Source: an optimization exercise on an open RTL-to-GDS flow (aim: small area). Production flows keep margins and buffers that such runs may drop. RTL that was checked went through simulation tests only; none was proved equivalent to the original.

## red
## km_top
module km_top (
  input  logic             clk,
  input  logic             rst,
  input  logic             i_cent_wr,
  input  logic [2-1:0]            i_cent_idx,
  input  logic [3*8-1:0]  i_cent_point,
  input  logic             i_valid,
  input  logic [3*8-1:0]  i_point,
  input  logic             i_clear,
  input  logic             i_rd_en,
  input  logic [2-1:0]            i_rd_idx,
  output logic             o_assign_valid,
  output logic [2-1:0]            o_assign_idx,
  output logic [18-1:0]           o_assign_dist,
  output logic [3*8-1:0]  o_assign_point,
  output logic             o_rd_valid,
  output logic [3*16-1:0]  o_rd_sum,
  output logic [9-1:0]          o_rd_count
);
clock: 7.0 ns
lec_check: 0
cap_margin: 20
core_margin: 2
core_utilization: 60
place_density: 0.7
slew_margin: 20
synth_hierarchical: 1
synth_minimum_keep_size: 0
standard.sh (not shown) runs the stock make flow with config.mk's settings and CLKGATE_MAP_FILE= SYNTH_SCRIPT=/design/flow/synth_recipe.tcl, a recipe that flattens the netlist after the stock synthesis.
==> flow/flow/run.sh <==
#!/bin/bash
# Own layout flow: the standard flow (standard.sh, unchanged synthesis and
# steps) with two settings changed through the environment:
#  - port buffers are the smallest buffer cell (every port is still buffered)
#  - clock tree synthesis inserts no dummy loads
# Each tool's full output goes to the ORFS logs under orfs/logs/, and the
# output of the whole make run to standard.log in this folder.
set -euo pipefail
export BUFFER_PORTS_ARGS="-buffer_cell sky130_fd_sc_hd__buf_1"
export CTS_ARGS="-sink_clustering_enable -repair_clock_nets -dont_use_dummy_load -buf_list {sky130_fd_sc_hd__clkbuf_4 sky130_fd_sc_hd__clkbuf_8} -sink_clustering_size 20 -sink_clustering_max_diameter 60"
bash standard.sh > standard.log 2>&1
diff inputs: red => blue
Settings: PLACE_DENSITY removed (was 0.7); CORE_UTILIZATION changed from 60 to 40.
--- a/flow/flow/run.sh
+++ b/flow/flow/run.sh
@@ -9,3 +9,3 @@
 export BUFFER_PORTS_ARGS="-buffer_cell sky130_fd_sc_hd__buf_1"
-export CTS_ARGS="-sink_clustering_enable -repair_clock_nets -dont_use_dummy_load -buf_list {sky130_fd_sc_hd__clkbuf_4 sky130_fd_sc_hd__clkbuf_8} -sink_clustering_size 20 -sink_clustering_max_diameter 60"
+export CTS_ARGS="-sink_clustering_enable -repair_clock_nets -dont_use_dummy_load -buf_list sky130_fd_sc_hd__clkbuf_8 -sink_clustering_size 20 -sink_clustering_max_diameter 60"
 bash standard.sh > standard.log 2>&1
### Flow results
NOTE: stage delay of the slowest cell on the critical path in blue falls short of that of red
Between blue and red, it is blue whose shortest clock period the worst path allows after layout is higher, by 0.039 ns.
Between blue and red, it is blue whose share of the clock period used by the worst path after layout is higher, by 0.56 points.
On final design area excluding fillers, blue does worse than red.

========
job 1271:
Another version of the RTL of km_top (not shown whole).
Size: ~2400 cells after synthesis, ~600 flip-flops, about 160 I/O pins.
export LEC_CHECK = 0
export CAP_MARGIN = 20
export CORE_MARGIN = 2
export CORE_UTILIZATION = 60
export GPL_TIMING_DRIVEN = 0
export PLACE_DENSITY = 0.7
export SLEW_MARGIN = 20
export SYNTH_HIERARCHICAL = 1
export SYNTH_MINIMUM_KEEP_SIZE = 0
create_clock -name core_clock -period 7.0 [get_ports {clk}]
==> flow/flow/run.sh <==
#!/bin/bash
# Own layout flow: the standard flow (standard.sh, unchanged synthesis and
# steps) with two steps' settings changed through the environment:
#  - port buffers are the smallest buffer cell (every port is still buffered)
#  - clock tree synthesis inserts no dummy loads and builds the tree from
#    small clock buffers, clustering at most 20 sinks within 60 um
# Each tool's full output goes to the ORFS logs under orfs/logs/, and the
# output of the whole make run to standard.log in this folder.
set -euo pipefail
export BUFFER_PORTS_ARGS="-buffer_cell sky130_fd_sc_hd__buf_1"
export CTS_ARGS="-sink_clustering_enable -repair_clock_nets -dont_use_dummy_load -buf_list {sky130_fd_sc_hd__clkbuf_4 sky130_fd_sc_hd__clkbuf_8} -sink_clustering_size 20 -sink_clustering_max_diameter 60"
bash standard.sh > standard.log 2>&1
## Diff of input files: job 8766 against job 1271
Settings: a deleted GPL_TIMING_DRIVEN that had been 0; a change of CORE_UTILIZATION from 60 to 75; a change of PLACE_DENSITY from 0.7 to 0.85.
[summary]
Looking at worst hold slack, job 8766 sits above job 1271.
Looking at slack of the worst reg-to-reg path across job 1271 and job 8766, the one that comes out lower is job 1271.
[compare] base=job 1271 new=job 8766: slew at the pin with the worst max-slew slack +0.064 ns, total routed wire length on the met1 layer -about 7%, fmax +about 0.9%, worst setup slack +0.061 ns.
When the final numbers for job 1271 and job 8766 were put side by side, the count of inserted antenna diode cells turned out to be greater in job 1271.
Between job 8766 and job 1271, the simple-gate share of the synthesized area does not differ in any meaningful way.
Lower clock-buffer cell count was reported by job 8766, not job 1271.
Modified inputs, job 2679 compared to job 8766
Settings: CORE_UTILIZATION now 60, was 75; PLACE_DENSITY now 0.7, was 0.85.
### Flow results
Of the two candidates, job 8766 has the better setup slack and job 2679 the worse one. Per the comparison of job 2679 with job 8766, placement row count now sits higher, number of tapcells moved up. Looking at number of standard cells in the final layout excluding fillers, job 2679 sits 158 higher than job 8766 does. Job 2679 reports its capture point of the worst path as u_result_dly.stages[2] while job 8766 reports u_result_dly.stages[0].
No run of this note included a check of the RTL's function; only the layout flow was run.

========
km_top, a different RTL version from the one above (not shown whole).
Size: roughly 2400 cells after synthesis, about 600 flip-flops, ~160 I/O pins, roughly 0.030 mm^2 of cells after synthesis.
export LEC_CHECK = 0
export CAP_MARGIN = 20
export CORE_MARGIN = 2
export CORE_UTILIZATION = 75
export PLACE_DENSITY = 0.85
export SLEW_MARGIN = 20
export SYNTH_HIERARCHICAL = 1
export SYNTH_MINIMUM_KEEP_SIZE = 0
create_clock -name core_clock -period 7.0 [get_ports {clk}]
Scripts as last shown in full above: flow/flow/run.sh
The baseline went through all stages and came out clean.
==> next run, changes <==
Settings changed: CORE_UTILIZATION 75 to 60, PLACE_DENSITY 0.85 to 0.7.
Cell area rises by 0.91%.
Die area rises by 24%.
Non-clock buffer count rises by 4.
Worst setup slack degrades by 0.085 ns.
Hold slack degrades by 0.047 ns.
First-iteration DRC count falls by about 20%.
Routed wire length falls by about 5%.
Area after synthesis stays the same.
No functional check of the RTL was part of any run of this note.

========
Another version of the RTL of km_top (not shown whole).
Size in the first run: roughly 2300 cells after synthesis, about 600 flip-flops, roughly 160 I/O pins, ~29000 sq um of cells after synthesis.
## km_top
module km_top (
  input  logic             clk,
  input  logic             rst,
  input  logic             i_cent_wr,
  input  logic [2-1:0]            i_cent_idx,
  input  logic [3*8-1:0]  i_cent_point,
  input  logic             i_valid,
  input  logic [3*8-1:0]  i_point,
  input  logic             i_clear,
  input  logic             i_rd_en,
  input  logic [2-1:0]            i_rd_idx,
  output logic             o_assign_valid,
  output logic [2-1:0]            o_assign_idx,
  output logic [18-1:0]           o_assign_dist,
  output logic [3*8-1:0]  o_assign_point,
  output logic             o_rd_valid,
  output logic [3*16-1:0]  o_rd_sum,
  output logic [9-1:0]          o_rd_count
);
==> flow/config.mk <==
export PLATFORM = sky130hd
export DESIGN_NAME = km_top
export DESIGN_NICKNAME = km_top
export VERILOG_FILES = /design/flow/design.v
export SDC_FILE = /design/flow/constraint.sdc
export NUM_CORES = 4
export LEC_CHECK = 0
export CAP_MARGIN = 20
export CORE_MARGIN = 2
export CORE_UTILIZATION = 75
export PLACE_DENSITY = 0.85
export SLEW_MARGIN = 20
export SYNTH_HIERARCHICAL = 1
export SYNTH_MINIMUM_KEEP_SIZE = 0
==> flow/constraint.sdc <==
create_clock -name core_clock -period 7.0 [get_ports {clk}]
set_input_delay 1.4000 -clock core_clock [delete_from_list [all_inputs] [get_ports {clk}]]
set_output_delay 1.4000 -clock core_clock [all_outputs]
set_load 0.01 [all_outputs]
==> flow/flow/run.sh <==
#!/bin/bash
# Own layout flow: the standard flow (standard.sh, unchanged synthesis and
# steps) with two steps' settings changed through the environment:
#  - port buffers are the smallest buffer cell (every port is still buffered)
#  - clock tree synthesis inserts no dummy loads and builds the tree from
#    small clock buffers, clustering at most 16 sinks within 50 um
# Each tool's full output goes to the ORFS logs under orfs/logs/, and the
# output of the whole make run to standard.log in this folder.
set -euo pipefail
export BUFFER_PORTS_ARGS="-buffer_cell sky130_fd_sc_hd__buf_1"
export CTS_ARGS="-sink_clustering_enable -repair_clock_nets -dont_use_dummy_load -buf_list {sky130_fd_sc_hd__clkbuf_4 sky130_fd_sc_hd__clkbuf_8} -sink_clustering_size 16 -sink_clustering_max_diameter 50"
bash standard.sh > standard.log 2>&1
The first run completed without violations.
Edit:
==> flow/flow/run.sh (replaced) <==
#!/bin/bash
# Own layout flow: the standard flow (standard.sh, unchanged synthesis and
# steps) with three steps' settings changed through the environment:
#  - port buffers are the smallest buffer cell (every port is still buffered)
#  - timing-driven global placement does not keep the buffers its virtual
#    repair inserts (GPL_KEEP_OVERFLOW=0)
#  - clock tree synthesis inserts no dummy loads and builds the tree from
#    small clock buffers, clustering at most 20 sinks within 60 um
# Each tool's full output goes to the ORFS logs under orfs/logs/, and the
# output of the whole make run to standard.log in this folder.
set -euo pipefail
export BUFFER_PORTS_ARGS="-buffer_cell sky130_fd_sc_hd__buf_1"
export GPL_KEEP_OVERFLOW=0
export CTS_ARGS="-sink_clustering_enable -repair_clock_nets -dont_use_dummy_load -buf_list {sky130_fd_sc_hd__clkbuf_4 sky130_fd_sc_hd__clkbuf_8} -sink_clustering_size 20 -sink_clustering_max_diameter 60"
bash standard.sh > standard.log 2>&1
Result: The new run passed the timing, DRC and antenna checks; wire length drops slightly; cell count came out lower slightly; register-to-register slack improves by 20 ps; setup slack gets better by 21 ps; sequential share of layout area went up by 0.68 points; synthesized cell count stays the same.

========
lane 1:
Another version of the RTL of km_top (not shown whole).
For scale: ~160 I/O pins, about 30,000 sq um of cells after synthesis.
Settings: LEC_CHECK=0, CAP_MARGIN=20, CORE_MARGIN=2, CORE_UTILIZATION=40, CTS_BUF_LIST=sky130_fd_sc_hd__clkbuf_4, SLEW_MARGIN=20, SYNTH_HIERARCHICAL=1, SYNTH_MINIMUM_KEEP_SIZE=0; clock period 7.0 ns.
run.sh (not shown) runs the stock make flow with config.mk's settings and CLKGATE_MAP_FILE= SYNTH_SCRIPT=/design/flow/synth_recipe.tcl, a recipe that flattens the netlist after the stock synthesis.
Stock flow here: none of the scripts above is used.
In summary, lane 1 completed successfully, with a layout that passed the timing, DRC and antenna checks.
For lane 2, these inputs were changed with respect to lane 1:
Settings: CTS_BUF_LIST no longer set, was sky130_fd_sc_hd__clkbuf_4.
[summary]
- Lane 2 vs. lane 1: met1 routing resource usage after global routing rose 0.18 points, final design utilization rose 0.22 points.

========
Setup of old:
Another version of the RTL of km_top (not shown whole).
Size: about 2,400 cells after synthesis, roughly 600 flip-flops, about 0.030 sq mm of cells after synthesis.
clock: 7.0 ns
lec_check: 0
cap_margin: 20
core_margin: 2
core_utilization: 40
slew_margin: 20
synth_hierarchical: 1
synth_minimum_keep_size: 0
standard.sh (not shown) runs the stock make flow with config.mk's settings and CLKGATE_MAP_FILE= SYNTH_SCRIPT=/design/flow/synth_recipe.tcl, a recipe that flattens the netlist after the stock synthesis.
==> flow/flow/run.sh <==
#!/bin/bash
# Own layout flow: the standard flow (standard.sh, unchanged synthesis and
# steps) with three settings changed through the environment:
#  - port buffers are the smallest buffer cell (every port is still buffered)
#  - clock tree synthesis inserts no dummy loads
#  - after global routing, cells off the critical paths are downsized
# Each tool's full output goes to the ORFS logs under orfs/logs/, and the
# output of the whole make run to standard.log in this folder.
set -euo pipefail
export BUFFER_PORTS_ARGS="-buffer_cell sky130_fd_sc_hd__buf_1"
export CTS_ARGS="-sink_clustering_enable -repair_clock_nets -dont_use_dummy_load"
export RECOVER_POWER=100
bash standard.sh > standard.log 2>&1
Although it ran to completion, old produced a layout that fails the final checks because of capacitance limit, slew limit.
Modified inputs, new compared to old
==> flow/run.sh (new file) <==
#!/bin/bash
# synth_recipe.tcl (not shown) runs the flow's synth.tcl, then flattens the netlist and writes it again
# the make line also repeats each setting of config.mk as NAME=value (left out here)
make -C /OpenROAD-flow-scripts/flow DESIGN_CONFIG=/design/flow/config.mk WORK_HOME=/design/flow/orfs CLKGATE_MAP_FILE= SYNTH_SCRIPT=/design/flow/synth_recipe.tcl finish
removed: flow/flow/run.sh
removed: flow/standard.sh
[summary]
old: flow complete, layout not clean; failing: capacitance limit, slew limit
new finished every stage and its layout cleared the timing, DRC and antenna checks.
STATUS post-place setup slack: new loses against old
Compared with old, new shows a worst endpoint required time that is 0.02 ns higher.
Relative to old, the number of vias after detailed routing measured on new has increased slightly.
As far as post-synthesis sequential element count goes, old and new are indistinguishable; the numbers are identical.
new ended up with u_result_dly.stages[1]$_DFF_P_ as its capture point of the worst path; old ended up with u_result_dly.stages[3]$_DFF_P_.
In the tables for old and new, critical-path maximum fanout reads higher with new.
Between old and new, the flow reports maximum operating frequency decreasing slightly.
new has less setup slack than old.
The final routed wirelength across all metal layers was comparable across old and new.
No run of this note included a check of the RTL's function; only the layout flow was run.

========
RTL: one of the versions met above, not the one the previous note started from.
Size in the first run: ~2300 cells after synthesis, about 600 flip-flops.
// km_top
module km_top (
  input  logic             clk,
  input  logic             rst,
  input  logic             i_cent_wr,
  input  logic [2-1:0]            i_cent_idx,
  input  logic [3*8-1:0]  i_cent_point,
  input  logic             i_valid,
  input  logic [3*8-1:0]  i_point,
  input  logic             i_clear,
  input  logic             i_rd_en,
  input  logic [2-1:0]            i_rd_idx,
  output logic             o_assign_valid,
  output logic [2-1:0]            o_assign_idx,
  output logic [18-1:0]           o_assign_dist,
  output logic [3*8-1:0]  o_assign_point,
  output logic             o_rd_valid,
  output logic [3*16-1:0]  o_rd_sum,
  output logic [9-1:0]          o_rd_count
);
clock: 7.0 ns
lec_check: 0
cap_margin: 20
core_margin: 2
core_utilization: 75
place_density: 0.85
slew_margin: 20
synth_hierarchical: 1
synth_minimum_keep_size: 0
==> flow/flow/run.sh <==
#!/bin/bash
# Own layout flow: the standard flow (standard.sh, unchanged synthesis and
# steps) with two steps' settings changed through the environment:
#  - port buffers are the smallest buffer cell (every port is still buffered)
#  - clock tree synthesis inserts no dummy loads and builds the tree from
#    small clock buffers, clustering at most 20 sinks within 60 um
# Each tool's full output goes to the ORFS logs under orfs/logs/, and the
# output of the whole make run to standard.log in this folder.
set -euo pipefail
export BUFFER_PORTS_ARGS="-buffer_cell sky130_fd_sc_hd__buf_1"
export GPL_KEEP_OVERFLOW=0
export CTS_ARGS="-sink_clustering_enable -repair_clock_nets -dont_use_dummy_load -buf_list {sky130_fd_sc_hd__clkbuf_4 sky130_fd_sc_hd__clkbuf_8} -sink_clustering_size 20 -sink_clustering_max_diameter 60"
bash standard.sh > standard.log 2>&1
The starting point completed without violations.
==> next run, changes <==
--- a/flow/flow/run.sh
+++ b/flow/flow/run.sh
@@ -9,5 +9,4 @@
 set -euo pipefail
 export BUFFER_PORTS_ARGS="-buffer_cell sky130_fd_sc_hd__buf_1"
-export GPL_KEEP_OVERFLOW=0
 export CTS_ARGS="-sink_clustering_enable -repair_clock_nets -dont_use_dummy_load -buf_list {sky130_fd_sc_hd__clkbuf_4 sky130_fd_sc_hd__clkbuf_8} -sink_clustering_size 20 -sink_clustering_max_diameter 60"
 bash standard.sh > standard.log 2>&1
After rerunning: Die area stays the same. Sequential share of layout area shrinks by 0.40 points. Core utilization went up by 0.50 points. Critical path depth came out higher by 5.

re-timing with driven ports:
In the flow no input, the clock included, has a driving cell. The finished layouts below were timed again as built, in two steps. Step 1 (the two cells are an assumption about what drives the block):
set clk [get_ports {clk}]
set_driving_cell -lib_cell sky130_fd_sc_hd__clkbuf_16 $clk
set_driving_cell -lib_cell sky130_fd_sc_hd__buf_2 [delete_from_list [all_inputs] $clk]
Step 2 moves the port delays by t, midway between the first and last clock arrival at a register: inputs arrive t later, outputs are due t later. That takes back most of the time a late clock gives input paths. a / b / c = ideal / step 1 / step 2; a / b = the first two.
run	t (ns)	slack for setup (ns)	latest minus earliest clock arrival (ns)	slew at the worst register clock pin (ns)	cell pins on the clock port's net
red	0.669	0.306 / 0.306 / 0.306	0.118 / 0.118	0.12 / 0.12	1
blue	0.679	0.266 / 0.266 / 0.266	0.126 / 0.126	0.12 / 0.12	1
job 1271	0.644	0.202 / 0.202 / 0.202	0.110 / 0.110	0.12 / 0.12	1
job 8766	0.648	0.263 / 0.263 / 0.263	0.103 / 0.103	0.12 / 0.12	1
job 2679	0.659	0.229 / 0.229 / 0.229	0.150 / 0.149	0.12 / 0.12	1
the first run of note 3	0.662	0.261 / 0.261 / 0.261	0.083 / 0.083	0.12 / 0.12	1
the second run of note 3	0.657	0.176 / 0.176 / 0.176	0.132 / 0.132	0.12 / 0.12	1
the first run of note 4	0.667	0.243 / 0.243 / 0.243	0.100 / 0.100	0.10 / 0.10	1
the second run of note 4	0.637	0.264 / 0.264 / 0.264	0.081 / 0.081	0.12 / 0.12	1
lane 1	1.032	0.205 / 0.205 / 0.205	0.077 / 0.077	0.07 / 0.07	1
lane 2	0.669	0.172 / 0.172 / 0.172	0.023 / 0.023	0.07 / 0.07	1
old	0.624	0.226 / 0.226 / 0.226	0.058 / 0.058	0.06 / 0.06	1
new	0.653	0.189 / 0.189 / 0.189	0.038 / 0.038	0.06 / 0.06	1
the first run of note 7	0.637	0.264 / 0.264 / 0.264	0.081 / 0.081	0.12 / 0.12	1
the second run of note 7	0.643	0.279 / 0.279 / 0.279	0.113 / 0.113	0.12 / 0.12	1
